This design comes from an exercise in tuning for small area, a short achievable clock period and few clock cycles per item on the open sky130 flow, not from production work.
The RTL was checked by simulation tests, not by an equivalence proof against the original design.
Power figures rest on the tool's default switching activity, not on a simulated workload.

[design/flow/design.v]
package zpmv_pkg;
  localparam int MAX_COLUMNS_DEF = 256;
  localparam int MAX_ROWS_DEF    = 256;
  localparam int CFG_ADDR_W      = 4;
  localparam int CFG_DATA_W      = 32;
  localparam int COUNT_W         = 9;
  localparam int RES_SLOTS       = 3;
endpackage
module zpmv_cfg (
  input  logic                            clk,
  input  logic                            rst,
  input  logic                            psel,
  input  logic                            penable,
  input  logic                            pwrite,
  input  logic [zpmv_pkg::CFG_ADDR_W-1:0] paddr,
  input  logic [zpmv_pkg::CFG_DATA_W-1:0] pwdata,
  output logic [zpmv_pkg::CFG_DATA_W-1:0] prdata,
  output logic                            pready,
  output logic [7:0]                      zero_point,
  output logic [7:0]                      cm1_d,     
  output logic [7:0]                      rm1_d      
);
  logic       wr;
  logic [8:0] rows_in_use;
  logic [8:0] columns_in_use;
  assign pready = 1'b1;
  assign wr     = psel && penable && pwrite;
  always_ff @(posedge clk) begin
    if (rst) begin
      zero_point     <= 8'd0;
      rows_in_use    <= 9'd1;
      columns_in_use <= 9'd1;
    end else if (wr) begin
      case (paddr[3:2])
        2'd0: zero_point     <= pwdata[7:0];
        2'd1: rows_in_use    <= pwdata[8:0];
        2'd2: columns_in_use <= pwdata[8:0];
        default: ;
      endcase
    end
  end
  always_comb begin
    case (paddr[3:2])
      2'd0:    prdata = {24'd0, zero_point};
      2'd1:    prdata = {23'd0, rows_in_use};
      2'd2:    prdata = {23'd0, columns_in_use};
      default: prdata = '0;
    endcase
  end
  logic [8:0] cols_m1;
  logic [8:0] rows_m1;
  assign cols_m1 = columns_in_use - 9'd1;
  assign rows_m1 = rows_in_use - 9'd1;
  always_ff @(posedge clk) begin
    cm1_d <= (columns_in_use == 9'd0) ? 8'd0 : columns_in_use[8] ? 8'd255 : cols_m1[7:0];
    rm1_d <= (rows_in_use == 9'd0) ? 8'd0 : rows_in_use[8] ? 8'd255 : rows_m1[7:0];
  end
endmodule
module zpmv_seq (
  input  logic        clk,
  input  logic        rst,
  input  logic        in_valid,
  output logic        in_ready,
  input  logic        in_mode,
  input  logic [7:0]  in_value,
  input  logic [7:0]  in_vector_index,
  input  logic        res_taken,           
  input  logic [7:0]  zero_point,          
  input  logic [7:0]  cm1_d,
  input  logic [7:0]  rm1_d,
  output logic [15:0] mem_we_hi_n,
  output logic [15:0] mem_we_lo_n,
  output logic [7:0]  mem_wdata,
  output logic [15:0] mem_rd_hi,
  output logic [15:0] mem_rd_lo,
  output logic        s1_valid,
  output logic [7:0]  s1_weight,
  output logic        s1_end,
  output logic [7:0]  s1_row,
  output logic        s1_last
);
  localparam int CR_W = $clog2(zpmv_pkg::RES_SLOTS + 1);
  logic            take;
  logic            s0_weight;
  logic [7:0]      s0_value;
  logic [7:0]      col_pos;
  logic [7:0]      row_pos;
  logic [15:0]     col_hi;
  logic [15:0]     col_lo;
  logic            col_end;
  logic            row_end;
  logic            take_w;
  logic            refund;
  logic [CR_W-1:0] credits;
  logic [CR_W-1:0] credits_nx;
  assign take   = in_valid && in_ready;
  assign take_w = take && in_mode;
  always_ff @(posedge clk) begin
    s0_value  <= in_value;
    mem_wdata <= in_value - zero_point;
    for (int i = 0; i < 16; i++) begin
      mem_we_lo_n[i] <= in_vector_index[3:0] != 4'(i);
    end
  end
  always_ff @(posedge clk) begin
    if (rst) begin
      s0_weight <= 1'b0;
      mem_we_hi_n <= '1;
    end else begin
      s0_weight <= take_w;
      for (int i = 0; i < 16; i++) begin
        mem_we_hi_n[i] <= !(take && !in_mode && in_vector_index[7:4] == 4'(i));
      end
    end
  end
  assign refund = s0_weight && !col_end;
  always_comb begin
    credits_nx = credits;
    if (take_w)    credits_nx = credits_nx - CR_W'(1);
    if (refund)    credits_nx = credits_nx + CR_W'(1);
    if (res_taken) credits_nx = credits_nx + CR_W'(1);
  end
  always_ff @(posedge clk) begin
    if (rst) begin
      credits  <= CR_W'(zpmv_pkg::RES_SLOTS);
      in_ready <= 1'b0;
    end else begin
      credits  <= credits_nx;
      in_ready <= credits_nx != '0;
    end
  end
  assign col_end = col_pos >= cm1_d;
  assign row_end = row_pos >= rm1_d;
  always_ff @(posedge clk) begin
    if (rst) begin
      col_pos <= '0;
      col_hi  <= 16'd1;
      col_lo  <= 16'd1;
      row_pos <= '0;
    end else if (s0_weight) begin
      if (!col_end) begin
        col_pos <= col_pos + 8'd1;
        col_lo  <= {col_lo[14:0], col_lo[15]};
        if (col_lo[15]) begin
          col_hi <= {col_hi[14:0], col_hi[15]};
        end
      end else begin
        col_pos <= '0;
        col_hi  <= 16'd1;
        col_lo  <= 16'd1;
        row_pos <= row_end ? 8'd0 : row_pos + 8'd1;
      end
    end
  end
  assign mem_rd_hi = col_hi;
  assign mem_rd_lo = col_lo;
  always_ff @(posedge clk) begin
    if (rst) begin
      s1_valid <= 1'b0;
    end else begin
      s1_valid <= s0_weight;
    end
  end
  always_ff @(posedge clk) begin
    s1_weight <= s0_weight ? s0_value : 8'd0;
    s1_end    <= col_end;
    s1_row    <= row_pos;
    s1_last   <= row_end;
  end
endmodule
module zpmv_vec_mem (
  input  logic        clk,
  input  logic [15:0] we_hi_n,    
  input  logic [15:0] we_lo_n,    
  input  logic [7:0]  wdata,
  input  logic [15:0] rd_hi,      
  input  logic [15:0] rd_lo,      
  output logic [7:0]  rdata_lo,   
  output logic [7:0]  rdata_hi    
);
  logic [255:0][7:0] mem;
  logic [15:0][7:0]  grp;
  always_ff @(posedge clk) begin
    for (int h = 0; h < 16; h++) begin
      for (int l = 0; l < 16; l++) begin
        if (!(we_hi_n[h] || we_lo_n[l])) begin
          mem[h*16+l] <= wdata;
        end
      end
    end
  end
  always_comb begin
    for (int h = 0; h < 16; h++) begin
      grp[h] = '0;
      for (int l = 0; l < 16; l++) begin
        grp[h] = grp[h] | ({8{rd_lo[l]}} & mem[h*16+l]);
      end
    end
    rdata_lo = '0;
    rdata_hi = '0;
    for (int h = 0; h < 8; h++) begin
      rdata_lo = rdata_lo | ({8{rd_hi[h]}} & grp[h]);
      rdata_hi = rdata_hi | ({8{rd_hi[h+8]}} & grp[h+8]);
    end
  end
endmodule
module zpmv_mac (
  input  logic        clk,
  input  logic        rst,
  input  logic        s1_valid,
  input  logic [7:0]  s1_weight,
  input  logic [7:0]  s1_rdata_lo,
  input  logic [7:0]  s1_rdata_hi,
  input  logic        s1_rsel,
  input  logic        s1_end,
  input  logic [7:0]  s1_row,
  input  logic        s1_last,
  output logic        res_taken,
  output logic        out_valid,
  input  logic        out_ready,
  output logic [15:0] row_sum,
  output logic [7:0]  row_number,
  output logic        last_row
);
  localparam int EW = 16 + 8 + 1;
  logic [7:0]  w;
  logic [7:0]  x;
  logic        s2_valid;
  logic        s2_end;
  logic [7:0]  s2_row;
  logic        s2_last;
  logic        s3_end;
  logic [7:0]  s3_row;
  logic        s3_last;
  logic        acc_clear;
  logic [15:0] acc_s;
  logic [15:0] acc_c;
  logic [15:0] acc_s_g;
  logic [15:0] acc_c_g;
  logic [15:0] acc_s_nx;
  logic [15:0] acc_c_nx;
  logic [15:0] sum;
  logic        push;
  logic [EW-1:0] pdata;
  assign w = s1_weight;
  assign x = s1_rsel ? s1_rdata_hi : s1_rdata_lo;
  logic ta_1;
  logic ta_2;
  logic ta_3;
  logic ta_4;
  logic ta_5;
  logic ta_6;
  logic ta_7;
  logic ta_8;
  logic ta_9;
  logic ta_10;
  logic ta_11;
  logic ta_12;
  logic ta_13;
  logic ta_14;
  logic ta_15;
  logic ta_16;
  logic ta_17;
  logic ta_18;
  logic ta_19;
  logic ta_20;
  logic ta_21;
  logic ta_22;
  logic ta_23;
  logic ta_24;
  logic ta_25;
  logic ta_26;
  logic ta_27;
  logic ta_28;
  logic ta_29;
  logic ta_30;
  logic ta_31;
  logic ta_32;
  logic ta_33;
  logic ta_34;
  logic ta_35;
  logic ta_36;
  logic ta_37;
  logic ta_38;
  logic ta_39;
  logic ta_40;
  logic ta_41;
  logic ta_42;
  logic ta_43;
  logic ta_44;
  logic ta_45;
  logic ta_46;
  logic ta_47;
  logic ta_48;
  logic ta_49;
  logic ta_50;
  logic ta_51;
  logic ta_52;
  logic ta_53;
  logic ta_54;
  logic ta_55;
  logic ta_56;
  logic ta_57;
  logic ta_58;
  logic ta_59;
  logic ta_60;
  logic ta_61;
  logic ta_62;
  logic ta_63;
  logic ta_64;
  logic ta_65;
  logic ta_66;
  logic ta_67;
  logic ta_68;
  logic ta_69;
  logic ta_70;
  logic ta_71;
  logic ta_72;
  logic ta_73;
  logic ta_74;
  logic ta_75;
  logic ta_76;
  logic ta_77;
  logic ta_78;
  logic ta_79;
  logic ta_80;
  logic ta_81;
  logic ta_82;
  logic ta_83;
  logic ta_84;
  logic ta_85;
  logic ta_86;
  logic ta_87;
  logic ta_88;
  logic ta_89;
  logic ta_90;
  logic ta_91;
  logic ta_92;
  logic ta_93;
  logic ta_94;
  logic ta_95;
  logic ta_96;
  logic ta_97;
  logic ta_98;
  logic ta_99;
  logic ta_100;
  logic ta_101;
  logic ta_102;
  logic ta_103;
  logic ta_104;
  logic tb_1;
  logic tb_2;
  logic tb_3;
  logic tb_4;
  logic tb_5;
  logic tb_6;
  logic tb_7;
  logic tb_8;
  logic tb_9;
  logic tb_10;
  logic tb_11;
  logic tb_12;
  logic tb_13;
  logic tb_14;
  logic tb_15;
  logic tb_16;
  logic tb_17;
  logic tb_18;
  logic tb_19;
  logic tb_20;
  logic tb_21;
  logic tb_22;
  logic tb_23;
  logic tb_24;
  logic tb_25;
  logic tb_26;
  logic tb_27;
  logic tb_28;
  logic tb_29;
  logic tb_30;
  logic tb_31;
  logic tb_32;
  logic tb_33;
  logic tb_34;
  logic tb_35;
  logic tb_36;
  logic tb_37;
  logic tb_38;
  logic tb_39;
  logic tb_40;
  logic tb_41;
  logic tb_42;
  logic tb_43;
  logic tb_44;
  logic tb_45;
  logic tb_46;
  logic tb_47;
  logic tb_48;
  logic tb_49;
  logic tb_50;
  logic tb_51;
  logic tb_52;
  logic tb_53;
  logic tb_54;
  logic tb_55;
  logic tb_56;
  logic tb_57;
  logic tb_58;
  logic tb_59;
  logic tb_60;
  logic tb_61;
  logic tb_62;
  logic tb_63;
  logic tb_64;
  logic tb_65;
  logic tb_66;
  logic tb_67;
  logic tb_68;
  logic tb_69;
  logic tb_70;
  logic tb_71;
  logic tb_72;
  logic tb_73;
  logic tb_74;
  logic tb_75;
  logic tb_76;
  logic tb_77;
  logic tb_78;
  logic tb_79;
  logic tb_80;
  logic tb_81;
  logic tb_82;
  logic tb_83;
  logic tb_84;
  logic tb_85;
  logic tb_86;
  logic tb_87;
  logic tb_88;
  logic tb_89;
  logic tb_90;
  logic tb_91;
  logic tb_92;
  logic tb_93;
  logic tb_94;
  logic tb_95;
  logic tb_96;
  logic tb_97;
  logic tb_98;
  logic tb_99;
  logic tb_100;
  logic tb_101;
  logic tb_102;
  logic tb_103;
  logic tb_104;
  logic tb_105;
  logic tb_106;
  logic a_q_0_0;
  logic a_q_1_0;
  logic a_q_1_1;
  logic a_q_2_0;
  logic a_q_2_1;
  logic a_q_2_2;
  logic a_q_3_0;
  logic a_q_3_1;
  logic a_q_3_2;
  logic a_q_3_3;
  logic a_q_4_0;
  logic a_q_4_1;
  logic a_q_4_2;
  logic a_q_4_3;
  logic a_q_5_0;
  logic a_q_5_1;
  logic a_q_5_2;
  logic a_q_5_3;
  logic a_q_6_0;
  logic a_q_6_1;
  logic a_q_6_2;
  logic a_q_6_3;
  logic a_q_7_0;
  logic a_q_7_1;
  logic a_q_7_2;
  logic a_q_7_3;
  logic a_q_8_0;
  logic a_q_8_1;
  logic a_q_8_2;
  logic a_q_8_3;
  logic a_q_9_0;
  logic a_q_9_1;
  logic a_q_9_2;
  logic a_q_9_3;
  logic a_q_10_0;
  logic a_q_10_1;
  logic a_q_10_2;
  logic a_q_10_3;
  logic a_q_11_0;
  logic a_q_11_1;
  logic a_q_11_2;
  logic a_q_11_3;
  logic a_q_12_0;
  logic a_q_12_1;
  logic a_q_12_2;
  logic a_q_12_3;
  logic a_q_13_0;
  logic a_q_13_1;
  logic a_q_14_0;
  assign ta_1 = (w[0] & x[0]);
  assign ta_2 = (w[0] & x[1]);
  assign ta_3 = (w[1] & x[0]);
  assign ta_4 = (w[0] & x[2]);
  assign ta_5 = (w[1] & x[1]);
  assign ta_6 = (w[2] & x[0]);
  assign ta_7 = (w[0] & x[3]);
  assign ta_8 = (w[1] & x[2]);
  assign ta_9 = (w[2] & x[1]);
  assign ta_10 = (w[3] & x[0]);
  assign ta_11 = (w[0] & x[4]);
  assign ta_12 = (w[1] & x[3]);
  assign ta_13 = (w[2] & x[2]);
  assign ta_14 = (w[3] & x[1]);
  assign ta_15 = (w[4] & x[0]);
  assign ta_16 = (w[0] & x[5]);
  assign ta_17 = (w[1] & x[4]);
  assign ta_18 = (w[2] & x[3]);
  assign ta_19 = (w[3] & x[2]);
  assign ta_20 = (w[4] & x[1]);
  assign ta_21 = (w[5] & x[0]);
  assign ta_22 = (w[0] & x[6]);
  assign ta_23 = (w[1] & x[5]);
  assign ta_24 = (w[2] & x[4]);
  assign ta_25 = (w[3] & x[3]);
  assign ta_26 = (w[4] & x[2]);
  assign ta_27 = (w[5] & x[1]);
  assign ta_28 = (w[6] & x[0]);
  assign ta_29 = ~(w[0] & x[7]);
  assign ta_30 = (w[1] & x[6]);
  assign ta_31 = (w[2] & x[5]);
  assign ta_32 = (w[3] & x[4]);
  assign ta_33 = (w[4] & x[3]);
  assign ta_34 = (w[5] & x[2]);
  assign ta_35 = (w[6] & x[1]);
  assign ta_36 = ~(w[7] & x[0]);
  assign ta_37 = ~(w[1] & x[7]);
  assign ta_38 = (w[2] & x[6]);
  assign ta_39 = (w[3] & x[5]);
  assign ta_40 = (w[4] & x[4]);
  assign ta_41 = (w[5] & x[3]);
  assign ta_42 = (w[6] & x[2]);
  assign ta_43 = ~(w[7] & x[1]);
  assign ta_44 = ~(w[2] & x[7]);
  assign ta_45 = (w[3] & x[6]);
  assign ta_46 = (w[4] & x[5]);
  assign ta_47 = (w[5] & x[4]);
  assign ta_48 = (w[6] & x[3]);
  assign ta_49 = ~(w[7] & x[2]);
  assign ta_50 = ~(w[3] & x[7]);
  assign ta_51 = (w[4] & x[6]);
  assign ta_52 = (w[5] & x[5]);
  assign ta_53 = (w[6] & x[4]);
  assign ta_54 = ~(w[7] & x[3]);
  assign ta_55 = ~(w[4] & x[7]);
  assign ta_56 = (w[5] & x[6]);
  assign ta_57 = (w[6] & x[5]);
  assign ta_58 = ~(w[7] & x[4]);
  assign ta_59 = ~(w[5] & x[7]);
  assign ta_60 = (w[6] & x[6]);
  assign ta_61 = ~(w[7] & x[5]);
  assign ta_62 = ~(w[6] & x[7]);
  assign ta_63 = ~(w[7] & x[6]);
  assign ta_64 = (w[7] & x[7]);
  assign ta_65 = ta_22 ^ ta_23;
  assign ta_66 = ta_22 & ta_23;
  assign ta_67 = ta_29 ^ ta_30 ^ ta_31;
  assign ta_68 = (ta_29 & ta_30) | (ta_29 & ta_31) | (ta_30 & ta_31);
  assign ta_69 = ta_32 ^ ta_33;
  assign ta_70 = ta_32 & ta_33;
  assign ta_71 = ta_37 ^ ta_38 ^ ta_39;
  assign ta_72 = (ta_37 & ta_38) | (ta_37 & ta_39) | (ta_38 & ta_39);
  assign ta_73 = ta_40 ^ ta_41 ^ ta_42;
  assign ta_74 = (ta_40 & ta_41) | (ta_40 & ta_42) | (ta_41 & ta_42);
  assign ta_75 = ta_44 ^ ta_45 ^ ta_46;
  assign ta_76 = (ta_44 & ta_45) | (ta_44 & ta_46) | (ta_45 & ta_46);
  assign ta_77 = ta_11 ^ ta_12;
  assign ta_78 = ta_11 & ta_12;
  assign ta_79 = ta_16 ^ ta_17 ^ ta_18;
  assign ta_80 = (ta_16 & ta_17) | (ta_16 & ta_18) | (ta_17 & ta_18);
  assign ta_81 = ta_19 ^ ta_20;
  assign ta_82 = ta_19 & ta_20;
  assign ta_83 = ta_65 ^ ta_24 ^ ta_25;
  assign ta_84 = (ta_65 & ta_24) | (ta_65 & ta_25) | (ta_24 & ta_25);
  assign ta_85 = ta_26 ^ ta_27 ^ ta_28;
  assign ta_86 = (ta_26 & ta_27) | (ta_26 & ta_28) | (ta_27 & ta_28);
  assign ta_87 = ta_66 ^ ta_67 ^ ta_69;
  assign ta_88 = (ta_66 & ta_67) | (ta_66 & ta_69) | (ta_67 & ta_69);
  assign ta_89 = ta_34 ^ ta_35 ^ ta_36;
  assign ta_90 = (ta_34 & ta_35) | (ta_34 & ta_36) | (ta_35 & ta_36);
  assign ta_91 = ta_68 ^ ta_70 ^ ta_71;
  assign ta_92 = (ta_68 & ta_70) | (ta_68 & ta_71) | (ta_70 & ta_71);
  assign ta_93 = ta_73 ^ ta_43 ^ 1'b1;
  assign ta_94 = (ta_73 & ta_43) | (ta_73 & 1'b1) | (ta_43 & 1'b1);
  assign ta_95 = ta_72 ^ ta_74 ^ ta_75;
  assign ta_96 = (ta_72 & ta_74) | (ta_72 & ta_75) | (ta_74 & ta_75);
  assign ta_97 = ta_47 ^ ta_48 ^ ta_49;
  assign ta_98 = (ta_47 & ta_48) | (ta_47 & ta_49) | (ta_48 & ta_49);
  assign ta_99 = ta_76 ^ ta_50 ^ ta_51;
  assign ta_100 = (ta_76 & ta_50) | (ta_76 & ta_51) | (ta_50 & ta_51);
  assign ta_101 = ta_52 ^ ta_53 ^ ta_54;
  assign ta_102 = (ta_52 & ta_53) | (ta_52 & ta_54) | (ta_53 & ta_54);
  assign ta_103 = ta_55 ^ ta_56 ^ ta_57;
  assign ta_104 = (ta_55 & ta_56) | (ta_55 & ta_57) | (ta_56 & ta_57);
  always_ff @(posedge clk) begin
    a_q_0_0 <= ta_1;
    a_q_1_0 <= ta_2;
    a_q_1_1 <= ta_3;
    a_q_2_0 <= ta_4;
    a_q_2_1 <= ta_5;
    a_q_2_2 <= ta_6;
    a_q_3_0 <= ta_7;
    a_q_3_1 <= ta_8;
    a_q_3_2 <= ta_9;
    a_q_3_3 <= ta_10;
    a_q_4_0 <= ta_77;
    a_q_4_1 <= ta_13;
    a_q_4_2 <= ta_14;
    a_q_4_3 <= ta_15;
    a_q_5_0 <= ta_78;
    a_q_5_1 <= ta_79;
    a_q_5_2 <= ta_81;
    a_q_5_3 <= ta_21;
    a_q_6_0 <= ta_80;
    a_q_6_1 <= ta_82;
    a_q_6_2 <= ta_83;
    a_q_6_3 <= ta_85;
    a_q_7_0 <= ta_84;
    a_q_7_1 <= ta_86;
    a_q_7_2 <= ta_87;
    a_q_7_3 <= ta_89;
    a_q_8_0 <= ta_88;
    a_q_8_1 <= ta_90;
    a_q_8_2 <= ta_91;
    a_q_8_3 <= ta_93;
    a_q_9_0 <= ta_92;
    a_q_9_1 <= ta_94;
    a_q_9_2 <= ta_95;
    a_q_9_3 <= ta_97;
    a_q_10_0 <= ta_96;
    a_q_10_1 <= ta_98;
    a_q_10_2 <= ta_99;
    a_q_10_3 <= ta_101;
    a_q_11_0 <= ta_100;
    a_q_11_1 <= ta_102;
    a_q_11_2 <= ta_103;
    a_q_11_3 <= ta_58;
    a_q_12_0 <= ta_104;
    a_q_12_1 <= ta_59;
    a_q_12_2 <= ta_60;
    a_q_12_3 <= ta_61;
    a_q_13_0 <= ta_62;
    a_q_13_1 <= ta_63;
    a_q_14_0 <= ta_64;
    s2_end  <= s1_end;
    s2_row  <= s1_row;
    s2_last <= s1_last;
  end
  always_ff @(posedge clk) begin
    if (rst) begin
      s2_valid <= 1'b0;
    end else begin
      s2_valid <= s1_valid;
    end
  end
  assign acc_s_g = acc_clear ? 16'd0 : acc_s;
  assign acc_c_g = acc_clear ? 16'd0 : acc_c;
  assign tb_1 = acc_s_g[2] ^ acc_c_g[2];
  assign tb_2 = acc_s_g[2] & acc_c_g[2];
  assign tb_3 = acc_s_g[3] ^ acc_c_g[3] ^ a_q_3_0;
  assign tb_4 = (acc_s_g[3] & acc_c_g[3]) | (acc_s_g[3] & a_q_3_0) | (acc_c_g[3] & a_q_3_0);
  assign tb_5 = a_q_3_1 ^ a_q_3_2;
  assign tb_6 = a_q_3_1 & a_q_3_2;
  assign tb_7 = acc_s_g[4] ^ acc_c_g[4] ^ a_q_4_0;
  assign tb_8 = (acc_s_g[4] & acc_c_g[4]) | (acc_s_g[4] & a_q_4_0) | (acc_c_g[4] & a_q_4_0);
  assign tb_9 = a_q_4_1 ^ a_q_4_2 ^ a_q_4_3;
  assign tb_10 = (a_q_4_1 & a_q_4_2) | (a_q_4_1 & a_q_4_3) | (a_q_4_2 & a_q_4_3);
  assign tb_11 = acc_s_g[5] ^ acc_c_g[5] ^ a_q_5_0;
  assign tb_12 = (acc_s_g[5] & acc_c_g[5]) | (acc_s_g[5] & a_q_5_0) | (acc_c_g[5] & a_q_5_0);
  assign tb_13 = a_q_5_1 ^ a_q_5_2 ^ a_q_5_3;
  assign tb_14 = (a_q_5_1 & a_q_5_2) | (a_q_5_1 & a_q_5_3) | (a_q_5_2 & a_q_5_3);
  assign tb_15 = acc_s_g[6] ^ acc_c_g[6] ^ a_q_6_0;
  assign tb_16 = (acc_s_g[6] & acc_c_g[6]) | (acc_s_g[6] & a_q_6_0) | (acc_c_g[6] & a_q_6_0);
  assign tb_17 = a_q_6_1 ^ a_q_6_2 ^ a_q_6_3;
  assign tb_18 = (a_q_6_1 & a_q_6_2) | (a_q_6_1 & a_q_6_3) | (a_q_6_2 & a_q_6_3);
  assign tb_19 = acc_s_g[7] ^ acc_c_g[7] ^ a_q_7_0;
  assign tb_20 = (acc_s_g[7] & acc_c_g[7]) | (acc_s_g[7] & a_q_7_0) | (acc_c_g[7] & a_q_7_0);
  assign tb_21 = a_q_7_1 ^ a_q_7_2 ^ a_q_7_3;
  assign tb_22 = (a_q_7_1 & a_q_7_2) | (a_q_7_1 & a_q_7_3) | (a_q_7_2 & a_q_7_3);
  assign tb_23 = acc_s_g[8] ^ acc_c_g[8] ^ a_q_8_0;
  assign tb_24 = (acc_s_g[8] & acc_c_g[8]) | (acc_s_g[8] & a_q_8_0) | (acc_c_g[8] & a_q_8_0);
  assign tb_25 = a_q_8_1 ^ a_q_8_2 ^ a_q_8_3;
  assign tb_26 = (a_q_8_1 & a_q_8_2) | (a_q_8_1 & a_q_8_3) | (a_q_8_2 & a_q_8_3);
  assign tb_27 = acc_s_g[9] ^ acc_c_g[9] ^ a_q_9_0;
  assign tb_28 = (acc_s_g[9] & acc_c_g[9]) | (acc_s_g[9] & a_q_9_0) | (acc_c_g[9] & a_q_9_0);
  assign tb_29 = a_q_9_1 ^ a_q_9_2 ^ a_q_9_3;
  assign tb_30 = (a_q_9_1 & a_q_9_2) | (a_q_9_1 & a_q_9_3) | (a_q_9_2 & a_q_9_3);
  assign tb_31 = acc_s_g[10] ^ acc_c_g[10] ^ a_q_10_0;
  assign tb_32 = (acc_s_g[10] & acc_c_g[10]) | (acc_s_g[10] & a_q_10_0) | (acc_c_g[10] & a_q_10_0);
  assign tb_33 = a_q_10_1 ^ a_q_10_2 ^ a_q_10_3;
  assign tb_34 = (a_q_10_1 & a_q_10_2) | (a_q_10_1 & a_q_10_3) | (a_q_10_2 & a_q_10_3);
  assign tb_35 = acc_s_g[11] ^ acc_c_g[11] ^ a_q_11_0;
  assign tb_36 = (acc_s_g[11] & acc_c_g[11]) | (acc_s_g[11] & a_q_11_0) | (acc_c_g[11] & a_q_11_0);
  assign tb_37 = a_q_11_1 ^ a_q_11_2 ^ a_q_11_3;
  assign tb_38 = (a_q_11_1 & a_q_11_2) | (a_q_11_1 & a_q_11_3) | (a_q_11_2 & a_q_11_3);
  assign tb_39 = acc_s_g[12] ^ acc_c_g[12] ^ a_q_12_0;
  assign tb_40 = (acc_s_g[12] & acc_c_g[12]) | (acc_s_g[12] & a_q_12_0) | (acc_c_g[12] & a_q_12_0);
  assign tb_41 = a_q_12_1 ^ a_q_12_2 ^ a_q_12_3;
  assign tb_42 = (a_q_12_1 & a_q_12_2) | (a_q_12_1 & a_q_12_3) | (a_q_12_2 & a_q_12_3);
  assign tb_43 = acc_s_g[13] ^ acc_c_g[13] ^ a_q_13_0;
  assign tb_44 = (acc_s_g[13] & acc_c_g[13]) | (acc_s_g[13] & a_q_13_0) | (acc_c_g[13] & a_q_13_0);
  assign tb_45 = acc_s_g[1] ^ acc_c_g[1];
  assign tb_46 = acc_s_g[1] & acc_c_g[1];
  assign tb_47 = tb_1 ^ a_q_2_0 ^ a_q_2_1;
  assign tb_48 = (tb_1 & a_q_2_0) | (tb_1 & a_q_2_1) | (a_q_2_0 & a_q_2_1);
  assign tb_49 = tb_2 ^ tb_3 ^ tb_5;
  assign tb_50 = (tb_2 & tb_3) | (tb_2 & tb_5) | (tb_3 & tb_5);
  assign tb_51 = tb_4 ^ tb_6 ^ tb_7;
  assign tb_52 = (tb_4 & tb_6) | (tb_4 & tb_7) | (tb_6 & tb_7);
  assign tb_53 = tb_8 ^ tb_10 ^ tb_11;
  assign tb_54 = (tb_8 & tb_10) | (tb_8 & tb_11) | (tb_10 & tb_11);
  assign tb_55 = tb_12 ^ tb_14 ^ tb_15;
  assign tb_56 = (tb_12 & tb_14) | (tb_12 & tb_15) | (tb_14 & tb_15);
  assign tb_57 = tb_16 ^ tb_18 ^ tb_19;
  assign tb_58 = (tb_16 & tb_18) | (tb_16 & tb_19) | (tb_18 & tb_19);
  assign tb_59 = tb_20 ^ tb_22 ^ tb_23;
  assign tb_60 = (tb_20 & tb_22) | (tb_20 & tb_23) | (tb_22 & tb_23);
  assign tb_61 = tb_24 ^ tb_26 ^ tb_27;
  assign tb_62 = (tb_24 & tb_26) | (tb_24 & tb_27) | (tb_26 & tb_27);
  assign tb_63 = tb_28 ^ tb_30 ^ tb_31;
  assign tb_64 = (tb_28 & tb_30) | (tb_28 & tb_31) | (tb_30 & tb_31);
  assign tb_65 = tb_32 ^ tb_34 ^ tb_35;
  assign tb_66 = (tb_32 & tb_34) | (tb_32 & tb_35) | (tb_34 & tb_35);
  assign tb_67 = tb_36 ^ tb_38 ^ tb_39;
  assign tb_68 = (tb_36 & tb_38) | (tb_36 & tb_39) | (tb_38 & tb_39);
  assign tb_69 = tb_40 ^ tb_42 ^ tb_43;
  assign tb_70 = (tb_40 & tb_42) | (tb_40 & tb_43) | (tb_42 & tb_43);
  assign tb_71 = tb_44 ^ acc_s_g[14] ^ acc_c_g[14];
  assign tb_72 = (tb_44 & acc_s_g[14]) | (tb_44 & acc_c_g[14]) | (acc_s_g[14] & acc_c_g[14]);
  assign tb_73 = acc_s_g[15] ^ acc_c_g[15];
  assign tb_74 = acc_s_g[15] & acc_c_g[15];
  assign tb_75 = acc_s_g[0] ^ acc_c_g[0];
  assign tb_76 = acc_s_g[0] & acc_c_g[0];
  assign tb_77 = tb_45 ^ a_q_1_0 ^ a_q_1_1;
  assign tb_78 = (tb_45 & a_q_1_0) | (tb_45 & a_q_1_1) | (a_q_1_0 & a_q_1_1);
  assign tb_79 = tb_46 ^ tb_47 ^ a_q_2_2;
  assign tb_80 = (tb_46 & tb_47) | (tb_46 & a_q_2_2) | (tb_47 & a_q_2_2);
  assign tb_81 = tb_48 ^ tb_49 ^ a_q_3_3;
  assign tb_82 = (tb_48 & tb_49) | (tb_48 & a_q_3_3) | (tb_49 & a_q_3_3);
  assign tb_83 = tb_50 ^ tb_51 ^ tb_9;
  assign tb_84 = (tb_50 & tb_51) | (tb_50 & tb_9) | (tb_51 & tb_9);
  assign tb_85 = tb_52 ^ tb_53 ^ tb_13;
  assign tb_86 = (tb_52 & tb_53) | (tb_52 & tb_13) | (tb_53 & tb_13);
  assign tb_87 = tb_54 ^ tb_55 ^ tb_17;
  assign tb_88 = (tb_54 & tb_55) | (tb_54 & tb_17) | (tb_55 & tb_17);
  assign tb_89 = tb_56 ^ tb_57 ^ tb_21;
  assign tb_90 = (tb_56 & tb_57) | (tb_56 & tb_21) | (tb_57 & tb_21);
  assign tb_91 = tb_58 ^ tb_59 ^ tb_25;
  assign tb_92 = (tb_58 & tb_59) | (tb_58 & tb_25) | (tb_59 & tb_25);
  assign tb_93 = tb_60 ^ tb_61 ^ tb_29;
  assign tb_94 = (tb_60 & tb_61) | (tb_60 & tb_29) | (tb_61 & tb_29);
  assign tb_95 = tb_62 ^ tb_63 ^ tb_33;
  assign tb_96 = (tb_62 & tb_63) | (tb_62 & tb_33) | (tb_63 & tb_33);
  assign tb_97 = tb_64 ^ tb_65 ^ tb_37;
  assign tb_98 = (tb_64 & tb_65) | (tb_64 & tb_37) | (tb_65 & tb_37);
  assign tb_99 = tb_66 ^ tb_67 ^ tb_41;
  assign tb_100 = (tb_66 & tb_67) | (tb_66 & tb_41) | (tb_67 & tb_41);
  assign tb_101 = tb_68 ^ tb_69 ^ a_q_13_1;
  assign tb_102 = (tb_68 & tb_69) | (tb_68 & a_q_13_1) | (tb_69 & a_q_13_1);
  assign tb_103 = tb_70 ^ tb_71 ^ a_q_14_0;
  assign tb_104 = (tb_70 & tb_71) | (tb_70 & a_q_14_0) | (tb_71 & a_q_14_0);
  assign tb_105 = tb_72 ^ tb_73 ^ 1'b1;
  assign tb_106 = (tb_72 & tb_73) | (tb_72 & 1'b1) | (tb_73 & 1'b1);
  assign acc_s_nx[0] = tb_75;
  assign acc_c_nx[0] = a_q_0_0;
  assign acc_s_nx[1] = tb_76;
  assign acc_c_nx[1] = tb_77;
  assign acc_s_nx[2] = tb_78;
  assign acc_c_nx[2] = tb_79;
  assign acc_s_nx[3] = tb_80;
  assign acc_c_nx[3] = tb_81;
  assign acc_s_nx[4] = tb_82;
  assign acc_c_nx[4] = tb_83;
  assign acc_s_nx[5] = tb_84;
  assign acc_c_nx[5] = tb_85;
  assign acc_s_nx[6] = tb_86;
  assign acc_c_nx[6] = tb_87;
  assign acc_s_nx[7] = tb_88;
  assign acc_c_nx[7] = tb_89;
  assign acc_s_nx[8] = tb_90;
  assign acc_c_nx[8] = tb_91;
  assign acc_s_nx[9] = tb_92;
  assign acc_c_nx[9] = tb_93;
  assign acc_s_nx[10] = tb_94;
  assign acc_c_nx[10] = tb_95;
  assign acc_s_nx[11] = tb_96;
  assign acc_c_nx[11] = tb_97;
  assign acc_s_nx[12] = tb_98;
  assign acc_c_nx[12] = tb_99;
  assign acc_s_nx[13] = tb_100;
  assign acc_c_nx[13] = tb_101;
  assign acc_s_nx[14] = tb_102;
  assign acc_c_nx[14] = tb_103;
  assign acc_s_nx[15] = tb_104;
  assign acc_c_nx[15] = tb_105;
  always_ff @(posedge clk) begin
    acc_s <= acc_s_nx;
    acc_c <= acc_c_nx;
  end
  always_ff @(posedge clk) begin
    if (rst) begin
      acc_clear <= 1'b1;
      push      <= 1'b0;
    end else begin
      if (s2_valid) acc_clear <= s2_end;
      push <= s2_valid && s2_end;
    end
  end
  always_ff @(posedge clk) begin
    s3_row  <= s2_row;
    s3_last <= s2_last;
  end
  assign sum   = acc_s + acc_c;
  assign pdata = {sum, s3_row, s3_last};
  logic [EW-1:0] q0, q1, q2;
  logic [2:0]    qv;
  logic          deq;
  assign deq       = qv[0] && out_ready;
  assign res_taken = deq;
  always_ff @(posedge clk) begin
    if (rst) begin
      qv <= '0;
    end else begin
      if (deq) begin
        qv[0] <= qv[1] || push;
        qv[1] <= qv[2] || (qv[1] && push);
        qv[2] <= qv[2] && push;
      end else begin
        qv[0] <= qv[0] || push;
        qv[1] <= qv[1] || (qv[0] && push);
        qv[2] <= qv[2] || (qv[1] && push);
      end
    end
  end
  always_ff @(posedge clk) begin
    if (deq) begin
      q0 <= qv[1] ? q1 : pdata;
      q1 <= qv[2] ? q2 : pdata;
      q2 <= pdata;
    end else begin
      if (!qv[0])          q0 <= pdata;
      if (qv[0] && !qv[1]) q1 <= pdata;
      if (qv[1] && !qv[2]) q2 <= pdata;
    end
  end
  assign out_valid  = qv[0];
  assign row_sum    = q0[EW-1:9];
  assign row_number = q0[8:1];
  assign last_row   = q0[0];
endmodule
module int8_zero_point_matvec_core #(
  parameter int MAX_COLUMNS = zpmv_pkg::MAX_COLUMNS_DEF,
  parameter int MAX_ROWS    = zpmv_pkg::MAX_ROWS_DEF
) (
  input  logic                            clk,
  input  logic                            rst,
  input  logic                            in_valid,
  output logic                            in_ready,
  input  logic                            in_mode,
  input  logic signed [7:0]               in_value,
  input  logic [7:0]                      in_vector_index,
  output logic                            out_valid,
  input  logic                            out_ready,
  output logic signed [15:0]              out_row_sum,
  output logic [7:0]                      out_row_number,
  output logic                            out_last_row,
  input  logic                            psel,
  input  logic                            penable,
  input  logic                            pwrite,
  input  logic [zpmv_pkg::CFG_ADDR_W-1:0] paddr,
  input  logic [zpmv_pkg::CFG_DATA_W-1:0] pwdata,
  output logic [zpmv_pkg::CFG_DATA_W-1:0] prdata,
  output logic                            pready
);
  logic [7:0]  zero_point;
  logic [7:0]  cm1_d;
  logic [7:0]  rm1_d;
  logic        res_taken;
  logic [15:0] mem_we_hi_n;
  logic [15:0] mem_we_lo_n;
  logic [7:0]  mem_wdata;
  logic [15:0] mem_rd_hi;
  logic [15:0] mem_rd_lo;
  logic [7:0]  mem_rdata_lo;
  logic [7:0]  mem_rdata_hi;
  logic        s1_valid;
  logic [7:0]  s1_weight;
  logic        s1_end;
  logic [7:0]  s1_row;
  logic        s1_last;
  logic [7:0]  s1_rdata_lo;
  logic [7:0]  s1_rdata_hi;
  logic        s1_rsel;
  zpmv_cfg u_cfg (
    .clk     (clk),
    .rst     (rst),
    .psel    (psel),
    .penable (penable),
    .pwrite  (pwrite),
    .paddr   (paddr),
    .pwdata  (pwdata),
    .prdata  (prdata),
    .pready  (pready),
    .zero_point (zero_point),
    .cm1_d   (cm1_d),
    .rm1_d   (rm1_d)
  );
  zpmv_seq u_seq (
    .clk             (clk),
    .rst             (rst),
    .in_valid        (in_valid),
    .in_ready        (in_ready),
    .in_mode         (in_mode),
    .in_value        (in_value),
    .in_vector_index (in_vector_index),
    .res_taken       (res_taken),
    .zero_point      (zero_point),
    .cm1_d           (cm1_d),
    .rm1_d           (rm1_d),
    .mem_we_hi_n     (mem_we_hi_n),
    .mem_we_lo_n     (mem_we_lo_n),
    .mem_wdata       (mem_wdata),
    .mem_rd_hi       (mem_rd_hi),
    .mem_rd_lo       (mem_rd_lo),
    .s1_valid        (s1_valid),
    .s1_weight       (s1_weight),
    .s1_end          (s1_end),
    .s1_row          (s1_row),
    .s1_last         (s1_last)
  );
  zpmv_vec_mem u_mem (
    .clk   (clk),
    .we_hi_n (mem_we_hi_n),
    .we_lo_n (mem_we_lo_n),
    .wdata (mem_wdata),
    .rd_hi (mem_rd_hi),
    .rd_lo (mem_rd_lo),
    .rdata_lo (mem_rdata_lo),
    .rdata_hi (mem_rdata_hi)
  );
  always_ff @(posedge clk) begin
    s1_rdata_lo <= mem_rdata_lo;
    s1_rdata_hi <= mem_rdata_hi;
    s1_rsel     <= |mem_rd_hi[15:8];
  end
  zpmv_mac u_mac (
    .clk        (clk),
    .rst        (rst),
    .s1_valid   (s1_valid),
    .s1_weight  (s1_weight),
    .s1_rdata_lo(s1_rdata_lo),
    .s1_rdata_hi(s1_rdata_hi),
    .s1_rsel    (s1_rsel),
    .s1_end     (s1_end),
    .s1_row     (s1_row),
    .s1_last    (s1_last),
    .res_taken  (res_taken),
    .out_valid  (out_valid),
    .out_ready  (out_ready),
    .row_sum    (out_row_sum),
    .row_number (out_row_number),
    .last_row   (out_last_row)
  );
endmodule
[design/flow/run.sh]
#!/bin/bash
# synth_recipe.tcl (not shown) runs the flow's synth.tcl, then flattens the netlist and writes it again
# the make line also repeats each setting of config.mk as NAME=value (left out here)
make -C /OpenROAD-flow-scripts/flow DESIGN_CONFIG=/design/flow/config.mk WORK_HOME=/design/flow/orfs CLKGATE_MAP_FILE= SYNTH_SCRIPT=/design/flow/synth_recipe.tcl finish
[design/flow/config.mk]
export PLATFORM = sky130hd
export DESIGN_NAME = int8_zero_point_matvec_core
export DESIGN_NICKNAME = int8_zero_point_matvec_core
export VERILOG_FILES = /design/flow/design.v
export SDC_FILE = /design/flow/constraint.sdc
export NUM_CORES = 4
export LEC_CHECK = 0
export ABC_CLOCK_PERIOD_IN_PS = 2500
export CAP_MARGIN = 20
export CORE_MARGIN = 2
export CORE_UTILIZATION = 55
export CTS_CLUSTER_DIAMETER = 80
export CTS_CLUSTER_SIZE = 24
export PLACE_DENSITY = 0.75
export SETUP_SLACK_MARGIN = 2.2
export SLEW_MARGIN = 20
[design/flow/constraint.sdc]
create_clock -name core_clock -period 4.6 [get_ports {clk}]
set_input_delay 0.9200 -clock core_clock [delete_from_list [all_inputs] [get_ports {clk}]]
set_output_delay 0.9200 -clock core_clock [all_outputs]
set_load 0.01 [all_outputs]
==> summary.txt, run 1 <==
Flow run
  • Max-Cap Viols: 0

Synth
  • Library cell with the largest summed area after synthesis: edfxtp_1
  • Top FF cell, synth: edfxtp_1
  • EDFF count, synth: around 2100
  • Syn Area/Cell: around 17 um^2
  • Asr flop ratio synth: 0%
  • Synth area leaders: edfxtp_1 72%, dfxtp_1 6.4%, a221oi_1 5.1%, a22o_1 5.1%, nor2_1 1.5%
  • Synth Instances: roughly 5200
  • Seq cells post-synth: 2407
  • Sequential cell area fraction in the yosys report: 78.3%
  • Post-Syn Area: slightly below 90000 um^2
  • Ys Warns: 5
  • Yosys top cell area share: between 70 and 80%
  • Yosys cell types: between 60 and 70

Detailed routing
  • Vias post-DR: ~51000
  • Vias per cell: 6.85
  • 1st-pass router iterations: 6
  • Antenna Violating Nets Remaining: 0
  • Final WL: ~240000 um
  • Drt initial violations: between 8000 and 9000
  • DRC: 0
  • Wire length per cell: between 30 and 40 um

Die
  • Core ar.: around 160000 um^2
  • Die area: 164000 um^2
  • Die H: 406 um
  • Die width: 406 um
  • Row count: roughly 150
  • Initial Util: 55.3%
  • Total I/O pin count: 120

Clock network
  • CTS H-tree lvls: 3
  • CTS tree: built
  • Root buf cell: clkbuf_16
  • Worst-path clk slew: roughly 0.080 ns
  • Clock sink count: between 2000 and 2500
  • CTS buffer count: about 110
  • Worst skew pair latency: about 0.80 ns
  • Max Buffers Root-to-Sink: 3

Timing
  • Final setup violation count: 0
  • Period utilisation layout: between 50% and 60%
  • Max Slew Vio Count: 0
  • Peak Freq: roughly 390 MHz
  • Worst slew pin tran: about 1.3 ns
  • Tmin final: around 2.6 ns
  • Clock skew: roughly 0.052 ns
  • RSZ-0062 raised after global routing: true
  • Setup TNS: 0 ns
  • Final Hold Vio Count: 0
  • Max_slew headroom: 15.2%

Critical path
  • Arr. time, crit path: between 1.5 and 2 ns
  • R2r worst-path depth: 6
  • CP Cell Sequence: buf_8, buf_16, nor2b_4, nand2_1, o21ai_1, buf_2
  • Worst setup endpoint: prdata[3]
  • CP max-delay cell: nor2b_4
  • Crit path largest cell delay: ~0.18 ns
  • CP required: ~3.7 ns
  • Worst setup SP type: primary input
  • CP Capture Type: output port
  • RR Endpoint: s1_rdata_lo[5]
  • Crit path from: paddr[2]
  • Worst r2r src: u_seq.col_lo[0]
  • Kind of critical path: in -> out
  • Crit Path Max Fanout: 5
  • R2r setup slk: roughly 2.1 ns

Power
  • Pwr dens: 385 nW/um^2
  • VDD IR max: about 430 uV
  • Tot Pwr: 37.3 mW
  • Leakage power: approximately 30 nW

Min path
  • Hold Path Class: reg -> reg

Placement
  • Post-DP HPWL: between 100000 and 150000 um
  • IO buf count: 70
  • GPL Wtd Cong: a little under 0.9

Finish
  • Commonest non-fill, non-tap cell in the layout: edfxtp_1
  • Layout net count: 5383
  • Most frequent cells in the layout: 2123 x edfxtp_1, 512 x a22o_1, 483 x a221oi_1, 339 x nor2_1, 232 x dfxtp_1
  • Share of cells above drive strength 1: slightly below 9%
  • Antenna Cells: 0
  • Synth-to-layout area growth: 9.05%

Global route
  • Gr usage total: 29.0%
  • Global-route wire length before repair: 343000 um
  • Number of antenna violations at the first check in global routing: 5
  • Gr ovfl total: 0
  • Vias in the first global route: roughly 49000
  • Largest net degree at the start of global routing: 145

Run status
  • Status: finished clean
-- per-stage QoR --
stage	setup WS [ns]	cells	hold slack [ns]	util [%]	cell area, um^2
floorplan	2.21	5239	0.310	-	88800
finish	2.04	7446	0.332	60.3	96700
CTS	2.07	7432	0.333	60.0	96200
global placement	0.781	7191	0.311	57.2	91800
global route	2.02	7446	0.337	60.3	96700
detailed placement	0.748	7191	0.312	57.2	91800
-- registers in the layout (all words and copies together), names as in the netlist, 16 cells and up --
name,flops
u_mem.mem,2048
u_mac.q0,25
u_mac.q1,25
u_mac.q2,25
u_mac.acc_c,16
u_mac.acc_s,16
u_seq.col_hi,16
u_seq.col_lo,16
u_seq.mem_we_hi_n,16
u_seq.mem_we_lo_n,16
-- report_power, final --
part | total (mW) | leakage (nW) | switching, mW | internal, mW
logic | 1.32 | 7.27 | 0.950 | 0.370
registers | 24.5 | 21.5 | 0.254 | 24.2
clock network | 11.5 | 1.61 | 6.59 | 4.88
total | 37.3 | 30.4 | 7.79 | 29.5
-- cell usage after synthesis (60+ instances only) --
cell type / n
a21oi_1: 60
a221oi_1: 513
a22o_1: 512
a22oi_1: 79
clkbuf_1: 276
dfxtp_1: 284
edfxtp_1: 2123
fa_1: 64
inv_1: 125
nand2_1: 195
nand4_1: 155
nor2_1: 343
-- worst min path at each step --
stage / from / end / slack [ns] / cells after the start
floorplan: u_mac.a_q_0_0 / u_mac.acc_c[0] / 0.31 / 0
global placement: u_seq.s1_row[0] / u_mac.s2_row[0] / 0.31 / 0
detailed placement: u_seq.s1_last / u_mac.s2_last / 0.31 / 0
CTS: u_mac.s2_last / u_mac.s3_last / 0.33 / 0
global route: u_seq.s1_row[2] / u_mac.s2_row[2] / 0.34 / 0
finish: u_mac.s2_last / u_mac.s3_last / 0.33 / 0
-- cell type report --
type                            count  area [um^2]
Clock buffer                      178         3140
Clock inverter                     15          218
Fill cell                       11300        63700
Inverter                          126          473
Multi-Input combinational cell   2342        17900
Sequential cell                  2407        69600
Tap cell                         2160         2700
Timing Repair Buffer              218         2660
-- per-layer routing --
layer  global-route usage [%]  share of wire [%]  up-vias  routed length (um)
li1                         -                  -    20800                   -
met3                     6.55                 13      648               31400
met1                     39.2                 35    25800               85200
met5                        0              0.011        -                  27
met4                     14.1                5.9        4               14300
met2                     44.8                 46     3761              112000
-- worst max-delay path, delay by kind of cell --
family / cells / cell delay [ns]
AOI/OAI and AO/OA: 1 / 0.08
buffers and inverters: 3 / 0.38
and+or+nand+nor: 2 / 0.26
-- what timing repair did --
item | CTS | global route
cloned | 4 | 1
setup endpoints to repair | 119 | 93
gates resized for setup | 175 | 72
pin swaps | 22 | 24
hold buffers | 0 | 0
buffers inserted | 44 | 12
-- logic make-up after synthesis --
kind of cell	synth area share (%)
XOR/XNOR	0.415
buffers and inverters	2.20
AO/OA/AOI/OAI	11.7
flip-flops	78.3
AND/OR/NAND/NOR	4.59
other	0.00847
multiplexers	0.578
adder cells (fa/ha/maj)	2.18
Testbench counts, summed over its fixed seeds: cycles 126,983, items 126,647.
==> inputs of run 2 (changes only) <==
--- a/design/flow/config.mk
+++ b/design/flow/config.mk
@@ -14,3 +14,3 @@
 export PLACE_DENSITY = 0.75
-export SETUP_SLACK_MARGIN = 2.2
+export SETUP_SLACK_MARGIN = 2.3
 export SLEW_MARGIN = 20
==> run 2 against run 1 <==
  * Still clean on timing, DRC and antenna
  * Register-to-register slack gained 0.04 ns
  * Cell count grew 1.0%
  * Clock power is essentially flat
  * Maximum frequency rose by 0.39%
  * First-iteration DRC count rose by 7.8%
  * Sequential cell count unchanged
  * Critical path type unchanged
  * Largest power group unchanged
==> summary.txt, run 2 <==
Critical path
  • Crit Path Max Fanout: 5
  • Arr. time, crit path: 1.63 ns
  • R2r setup slk: 2.15 ns
  • R2r worst-path depth: 6
  • Worst setup SP type: primary input
  • CP required: about 3.7 ns
  • RR Endpoint: s1_rdata_hi[0]
  • Kind of critical path: in -> out
  • CP Capture Type: output port
  • Worst r2r src: u_seq.col_lo[1]

Power
  • Leakage power: around 31 nW
  • VDD IR max: between 300 and 400 uV
  • Pwr dens: between 300 and 400 nW/um^2

Synth
  • Commonest cells in the netlist: 2123 x edfxtp_1, 513 x a221oi_1, 512 x a22o_1, 343 x nor2_1, 284 x dfxtp_1
  • Sequential cell area fraction in the yosys report: roughly four fifths
  • Seq cells post-synth: 2407
  • Top FF cell, synth: edfxtp_1
  • Synth area leaders: edfxtp_1 72%, dfxtp_1 6.4%, a221oi_1 5.1%, a22o_1 5.1%, nor2_1 1.5%
  • Asr flop ratio synth: 0%
  • Ys Warns: 5
  • Library cell with the largest summed area after synthesis: edfxtp_1
  • Yosys cell types: 64
  • Post-Syn Area: 88700 um^2
  • Yosys top cell area share: a little under three quarters
  • Synth Instances: 5217
  • Syn Area/Cell: around 17 um^2
  • Most numerous cell in the Yosys netlist: edfxtp_1
  • EDFF count, synth: 2123

Detailed routing
  • Wire length per cell: between 30 and 40 um
  • Final WL: ~250000 um
  • DRC: 0
  • Antenna Violating Nets Remaining: 0
  • Drt initial violations: slightly above 9000
  • Vias per cell: 6.93
  • Vias post-DR: roughly 52000
  • 1st-pass router iterations: 8

Die
  • Die area: around 160000 um^2
  • Row count: roughly 150
  • Total I/O pin count: 120
  • Die width: between 400 and 500 um
  • Initial Util: a little under three fifths
  • Die H: approximately 400 um
  • Core ar.: around 160000 um^2

Clock network
  • CTS H-tree lvls: 3
  • Clock sink count: 2407
  • CTS tree: built
  • Max Buffers Root-to-Sink: 3
  • CTS buffer count: between 100 and 150
  • Worst-path clk slew: around 0.09 ns
  • Root buf cell: clkbuf_16
  • Hold_buf cts: 0
  • Worst skew pair latency: ~0.79 ns

Run status
  • Status: finished clean

Placement
  • Post-DP HPWL: ~140000 um
  • Worst slack at placement: approximately 0.74 ns
  • IO buf count: 70
  • GPL Wtd Cong: 0.889

Global route
  • Gr usage total: between 20 and 30%
  • Number of antenna violations at the first check in global routing: 9
  • Global-route wire length before repair: about 350000 um
  • Largest net degree at the start of global routing: 183
  • Gr ovfl total: 0
  • Vias in the first global route: about 49000

Timing
  • RSZ-0062 raised after global routing: true
  • Setup TNS: 0 ns
  • Final Hold Vio Count: 0
  • Peak Freq: ~400 MHz
  • Final WS setup: 2.05 ns
  • Final setup violation count: 0
  • Max_slew headroom: 19.5%
  • Worst slew pin tran: between 1 and 1.5 ns
  • Period utilisation layout: a little under three fifths
  • Max Slew Vio Count: 0
  • Tmin final: around 2.5 ns
  • Clock skew: just over 0.05 ns

Finish
  • Share of cells above drive strength 1: approximately 13%
  • Most frequent cells in the layout: 2123 x edfxtp_1, 512 x a22o_1, 448 x a221oi_1, 338 x nor2_1, 219 x dfxtp_1
  • Area occupied by multi-input gates: roughly 18000 um^2
  • Layout net count: between 5000 and 6000
  • Fill count: 11100
  • Max FFs per register: a little over 2000
  • Commonest non-fill, non-tap cell in the layout: edfxtp_1
  • Synth-to-layout area growth: 10.3%
  • Seq. cell area: 69600 um^2
  • Top reg by flops: u_mem.mem

Min path
  • Hold Path Class: reg -> reg
  • Worst Hold Endpoint: u_mac.s3_row[7]
  • Hold path start: u_mac.s2_row[7]
  • Hold Path Stages: 0

Flow run
  • Max-Cap Viols: 0
[run 2: cell count changes in the layout (fill, tap and decap cells not counted), moves of 16 or more]
cell	before	now
clkdlybuf4s15_1	17	0
nand2b_4	0	16
nand2b_1	32	16
buf_4	77	121
buf_6	7	23
a221oi_1	483	448
a221oi_2	28	61
buf_2	10	35
[run 2: layer usage]
layer | track usage (%) | part of all wire, % | vias to the layer above
met5 | 0 | 0.015 | -
met4 | 14.3 | 5.9 | 6
met3 | 6.76 | 14 | 726
met2 | 45.9 | 46 | 4169
met1 | 39.5 | 34 | 26300
li1 | - | - | 21000
[run 2: per-stage QoR]
step | hold slack [ns] | area (um^2) | util [%] | power (mW) | std cells
floorplan | 0.310 | 88800 | - | 25.6 | 5239
global placement | 0.313 | 91800 | 57.2 | 26.2 | 7207
detailed placement | 0.312 | 91800 | 57.2 | 26.3 | 7207
CTS | 0.335 | 96600 | 60.2 | 37.4 | 7471
global route | 0.341 | 97800 | 61.0 | 38.3 | 7519
finish | 0.330 | 97800 | 61.0 | 37.5 | 7523
[run 2: how the worst max path moves through the flow]
stage | from | endpoint | slack (ns) | depth (start not counted)
final | paddr[2] | prdata[5] | 2.05 | 6
after global routing | paddr[2] | prdata[2] | 2.02 | 6
after CTS | paddr[2] | prdata[2] | 2.08 | 6
after detailed placement | paddr[3] | prdata[2] | 0.74 | 5
after global placement | paddr[3] | prdata[0] | 0.72 | 5
after floorplan | paddr[3] | prdata[4] | 2.30 | 4
[run 2: logic make-up (layout without fill, tap and decap cells)]
group                    after synthesis  after routing  share of synthesized area [%]
multiplexers                          49             49                          0.578
AND/OR/NAND/NOR                      870            871                           4.59
AO/OA/AOI/OAI                       1240           1240                           11.7
buffers and inverters                491            610                           2.20
other                                  2             28                        0.00847
XOR/XNOR                              42             42                          0.415
adder cells (fa/ha/maj)              116            116                           2.18
flip-flops                          2407           2407                           78.3
[run 2: area by class of cell]
class                           instances  share of cell area [%]
Clock inverter                         18                   0.248
Inverter                              126                   0.487
Timing Repair inverter                  1                 0.00512
Sequential cell                      2407                    71.2
Tap cell                             2160                    2.76
Antenna cell                            4                  0.0102
Multi-Input combinational cell       2342                    18.9
Clock buffer                          183                    3.28
Timing Repair Buffer                  282                    3.18
[run 2: worst max-delay path, stage by stage]
cell and delay (ns):
buf_8 0.10, buf_8 0.12, nor2b_4 0.17, nand2_1 0.07
o21ai_1 0.09, buf_2 0.15
[run 2: power breakdown]
part           internal (mW)  total, mW  switching, mW
Sequential              24.2       24.5          0.288
Clock                   4.98       11.7           6.67
Combinational          0.400       1.37          0.968
Total                   29.6       37.5           7.93
[run 2: what timing repair did]
item / 4_1_cts / 5_1_grt
setup buffers: 60 / 45
setup endpoints to repair: 153 / 107
pin swaps: 57 / 86
gates cloned: 3 / 3
gates resized for setup: 305 / 151
==> inputs of run 3 (changes only) <==
--- a/design/flow/design.v
+++ b/design/flow/design.v
@@ -74,3 +74,3 @@
   output logic [15:0] mem_rd_hi,
-  output logic [15:0] mem_rd_lo,
+  output logic [15:0] mem_rd_lo_n,
   output logic        s1_valid,
@@ -88,3 +88,3 @@
   logic [15:0]     col_hi;
-  logic [15:0]     col_lo;
+  logic [15:0]     col_lo_n;
   logic            col_end;
@@ -136,4 +136,4 @@
       col_pos <= '0;
-      col_hi  <= 16'd1;
-      col_lo  <= 16'd1;
+      col_hi   <= 16'd1;
+      col_lo_n <= ~16'd1;
       row_pos <= '0;
@@ -142,4 +142,4 @@
         col_pos <= col_pos + 8'd1;
-        col_lo  <= {col_lo[14:0], col_lo[15]};
-        if (col_lo[15]) begin
+        col_lo_n <= {col_lo_n[14:0], col_lo_n[15]};
+        if (!col_lo_n[15]) begin
           col_hi <= {col_hi[14:0], col_hi[15]};
@@ -148,4 +148,4 @@
         col_pos <= '0;
-        col_hi  <= 16'd1;
-        col_lo  <= 16'd1;
+        col_hi   <= 16'd1;
+        col_lo_n <= ~16'd1;
         row_pos <= row_end ? 8'd0 : row_pos + 8'd1;
@@ -155,3 +155,3 @@
   assign mem_rd_hi = col_hi;
-  assign mem_rd_lo = col_lo;
+  assign mem_rd_lo_n = col_lo_n;
   always_ff @(posedge clk) begin
@@ -176,3 +176,3 @@
   input  logic [15:0] rd_hi,      
-  input  logic [15:0] rd_lo,      
+  input  logic [15:0] rd_lo_n,    
   output logic [7:0]  rdata_lo,   
@@ -193,5 +193,5 @@
     for (int h = 0; h < 16; h++) begin
-      grp[h] = '0;
+      grp[h] = '1;
       for (int l = 0; l < 16; l++) begin
-        grp[h] = grp[h] | ({8{rd_lo[l]}} & mem[h*16+l]);
+        grp[h] = grp[h] & ({8{rd_lo_n[l]}} | mem[h*16+l]);
       end
@@ -897,3 +897,3 @@
   logic [15:0] mem_rd_hi;
-  logic [15:0] mem_rd_lo;
+  logic [15:0] mem_rd_lo_n;
   logic [7:0]  mem_rdata_lo;
@@ -938,3 +938,3 @@
     .mem_rd_hi       (mem_rd_hi),
-    .mem_rd_lo       (mem_rd_lo),
+    .mem_rd_lo_n     (mem_rd_lo_n),
     .s1_valid        (s1_valid),
@@ -951,3 +951,3 @@
     .rd_hi (mem_rd_hi),
-    .rd_lo (mem_rd_lo),
+    .rd_lo_n (mem_rd_lo_n),
     .rdata_lo (mem_rdata_lo),
--- a/design/flow/config.mk
+++ b/design/flow/config.mk
@@ -14,3 +14,3 @@
 export PLACE_DENSITY = 0.75
-export SETUP_SLACK_MARGIN = 2.3
+export SETUP_SLACK_MARGIN = 2.2
 export SLEW_MARGIN = 20
==> run 3 against run 2 <==
  * Routed wire length decreased by 3.2%
  * Non-clock buffer count decreased by 7
  * Register-to-register slack got worse by 0.03 ns
  * Worst hold slack about the same
  * Clock-buffer cell count increased by 19
  * Still clean
==> summary.txt, run 3 <==
Timing
  • Tmin final: between 2 and 3 ns
  • Max_slew headroom: a little under a fifth
  • Period utilisation layout: 57.6%
  • Worst slew pin tran: 1.22 ns
  • RSZ-0062 raised after global routing: true
  • Peak Freq: 377 MHz
  • Final setup violation count: 0
  • Setup TNS: 0 ns
  • Final Hold Vio Count: 0
  • Max Slew Vio Count: 0
  • Clock skew: 0.0479 ns

Run status
  • Status: finished clean

Critical path
  • Worst setup SP type: primary input
  • CP required: around 3.7 ns
  • Arr. time, crit path: 1.73 ns
  • Kind of critical path: in -> out
  • CP Capture Type: output port
  • RR Endpoint: s1_rdata_hi[3]
  • Crit Path Max Fanout: 6
  • R2r worst-path depth: 6
  • Worst r2r src: u_seq.col_lo_n[12]
  • R2r setup slk: 2.12 ns

Placement
  • Post-DP HPWL: 134000 um
  • Placed Cells: roughly 7400
  • GPL Wtd Cong: 0.900
  • Placed cell area: slightly above 90000 um^2
  • IO buf count: 70

Detailed routing
  • Antenna Violating Nets Remaining: 0
  • Final WL: between 200000 and 250000 um
  • Wire length per cell: 31.5 um
  • 1st-pass router iterations: 7
  • Vias post-DR: around 53000
  • DRC: 0
  • Vias per cell: 6.81
  • Drt initial violations: about 10000

Finish
  • Final Instance Area: ~96000 um^2
  • Area occupied by multi-input gates: between 15000 and 20000 um^2
  • Synth-to-layout area growth: 9.67%
  • Most frequent cells in the layout: 2123 x edfxtp_1, 896 x o22ai_1, 473 x nor2_1, 229 x dfxtp_1, 225 x nand2_1
  • Top reg by flops: u_mem.mem
  • Seq. cell area: between 60000 and 70000 um^2
  • Fill count: 11000
  • Non-filler cells, final: about 7700
  • Commonest non-fill, non-tap cell in the layout: edfxtp_1
  • Max FFs per register: roughly 2000
  • Share of cells above drive strength 1: under 10%
  • Layout net count: between 5000 and 6000

Power
  • Clock power share: a little under a third
  • Tot Pwr: ~37 mW
  • Leakage power: 30.3 nW
  • Share of power burned in registers: approximately 66%
  • Int Pwr: a little under 30 mW
  • Psw: around 7.8 mW
  • Pwr dens: around 390 nW/um^2
  • Comb pwr share: ~3.7%
  • VDD IR max: between 300 and 400 uV
  • Sw frac: a little over a fifth

Synth
  • Ys Warns: 5
  • Most numerous cell in the Yosys netlist: edfxtp_1
  • Simple logic cell fraction of the synthesized area: 6.60%
  • Asr flop ratio synth: 0%
  • Commonest cells in the netlist: 2123 x edfxtp_1, 896 x o22ai_1, 475 x nor2_1, 284 x dfxtp_1, 262 x nor4_1
  • Sequential cell area fraction in the yosys report: 79.2%
  • Synth Instances: 5499
  • Syn Area/Cell: between 15 and 20 um^2
  • Adder-Cell Fraction of Synth Area: about 2.2%
  • Yosys cell types: 67
  • Synth Area in XOR/XNOR: less than 1%
  • Seq cells post-synth: between 2000 and 2500
  • Yosys top cell area share: 72.7%
  • Top FF cell, synth: edfxtp_1
  • Library cell with the largest summed area after synthesis: edfxtp_1
  • EDFF count, synth: between 2000 and 2500
  • Compound-cell area share of the yosys netlist: ~9%
  • Largest family of logic cells by synthesized area: compound AO/OA/AOI/OAI gates
  • Post-synthesis mux area share: less than 1%
  • Synth area leaders: edfxtp_1 73%, dfxtp_1 6.5%, o22ai_1 6.4%, nor2_1 2.0%, nor4_1 1.9%
  • Post-Syn Area: 87700 um^2

Clock network
  • Hold_buf cts: 0
  • CTS buffer count: between 100 and 150
  • Clock sink count: 2407
  • Max Buffers Root-to-Sink: 3
  • CTS tree: built
  • Worst skew pair latency: approximately 0.8 ns
  • Root buf cell: clkbuf_16
  • CTS H-tree lvls: 3
  • Worst-path clk slew: approximately 0.090 ns

Global route
  • M3 GR Usage: 8.22%
  • Gr ovfl total: 0
  • Number of antenna violations at the first check in global routing: 9
  • Gr usage total: 29.2%
  • GR met2 Demand/Resource: roughly 44%
  • Routing usage on met1: between 30% and 40%
  • Global-route wire length before repair: roughly 340000 um
  • GR peak layer: met2
  • Vias in the first global route: between 40000 and 50000
  • Largest net degree at the start of global routing: 194

Flow run
  • Max-Cap Viols: 0

Die
  • Total I/O pin count: 120
  • Die area: ~160000 um^2
  • Die H: a little over 400 um
  • Die width: roughly 400 um
  • Initial Util: around 55%
  • Core ar.: 158000 um^2
  • Row count: 146

Min path
  • Hold path start: u_mac.s2_last
  • Worst Hold Endpoint: u_mac.s3_last
  • Hold Path Stages: 0
  • Hold Path Class: reg -> reg
-- run 3: cell types whose count changed in the layout (fill, tap and decap cells not counted), sizes merged, moves of 18 or more --
cell / change
buf: -26
a22oi: -64
nor3: +27
o2111ai: +128
nor4: +259
nor2: +131
a22o: -512
o22ai: +894
a221oi: -512
clkdlybuf4s15: +18
nand4: -125
nand2: +31
-- run 3: metal layers --
layer | up-vias | wire length (um)
met3 | 650 | 37700
met5 | - | 58
met4 | 8 | 11800
met1 | 25800 | 83900
met2 | 4457 | 109000
li1 | 21600 | -
-- run 3: worst max-delay path by stage --
stage / start / cells past startpoint / endpoint
floorplan: paddr[2] / 3 / prdata[6]
global placement: paddr[3] / 5 / prdata[0]
detailed placement: paddr[3] / 5 / prdata[6]
CTS: u_cfg.columns_in_use[6] / 3 / prdata[6]
global route: paddr[2] / 5 / prdata[5]
finish: paddr[2] / 5 / prdata[2]
-- run 3: through the flow --
| step | hold slack, ns | utilization [%] | worst slack, ns |
|---|---|---|---|
| after global placement | 0.312 | 57.4 | 0.715 |
| after detailed placement | 0.312 | 57.4 | 0.692 |
| final | 0.330 | 60.7 | 1.95 |
| after global routing | 0.335 | 60.7 | 1.95 |
| after CTS | 0.315 | 60.4 | 1.97 |
| after floorplan | 0.310 | - | 2.20 |
-- run 3: critical path, stage by stage --
cell     delay [ns]
buf_12         0.12
buf_12         0.14
mux2i_1        0.13
o21ai_1        0.23
buf_2          0.19
-- run 3: cell type report --
| type | instances | area share, % |
|---|---|---|
| Antenna cell | 6 | 0.0156 |
| Clock buffer | 202 | 3.33 |
| Inverter | 122 | 0.481 |
| Sequential cell | 2407 | 72.3 |
| Clock inverter | 11 | 0.195 |
| Timing Repair Buffer | 275 | 3.33 |
| Tap cell | 2072 | 2.69 |
| Multi-Input combinational cell | 2624 | 17.6 |
-- run 3: what timing repair did --
item,4_1_cts,5_1_grt
setup endpoints to repair,118,69
hold endpoints to repair,0,0
cloned,4,0
pin swaps,4,25
gates resized for setup,194,69
setup buffers,78,12
-- run 3: logic make-up (layout without fill, tap and decap cells) --
family	count (synthesis)	after routing
xor gates and xnor gates	39	39
AOI/OAI and AO/OA	1202	1202
buffers and inverters	491	610
other	2	30
DFF	2407	2407
and+or+nand+nor	1211	1212
muxes	31	31
adders and majority gates	116	116
-- run 3: power groups by stage --
stage | Sequential, mW | Clock [mW] | Combinational, mW
global placement | 25.0 | 0 | 1.19
detailed placement | 25.0 | 0 | 1.23
global route | 24.5 | 12.1 | 1.47
floorplan | 25.1 | 0 | 0.499
finish | 24.4 | 11.4 | 1.36
CTS | 24.5 | 11.4 | 1.27
Testbench counts of run 3, summed over its fixed seeds: cycles 126,983, items 126,647.

-- port drivers added, routing unchanged --
The results above use ideal ports. As a check the final layouts listed here were re-extracted and re-timed, cells and wires unchanged. Step 1, drivers: a clkbuf_16 drives clk and a buf_2 each remaining input, both assumed. Step 2 also shifts input and output timing later by t, the mid clock arrival at the registers, as if the neighbouring blocks saw the same clock. Three values: no drivers, after step 1, after step 2; two values: the first two.
| run | t, ns | setup slack, ns | worst slew at a driven data input, ns |
|---|---|---|---|
| run 1 | 0.855 | 2.042 / 2.003 / 1.704 | 0.09 |
| run 2 | 0.840 | 2.051 / 2.012 / 1.663 | 0.11 |
| run 3 | 0.868 | 1.949 / 1.896 / 1.555 | 0.13 |
After both steps every run listed still meets setup and hold. The setup slack of run 3, which loses most, moves by -0.053 ns with the drivers and by -0.394 ns with both steps.
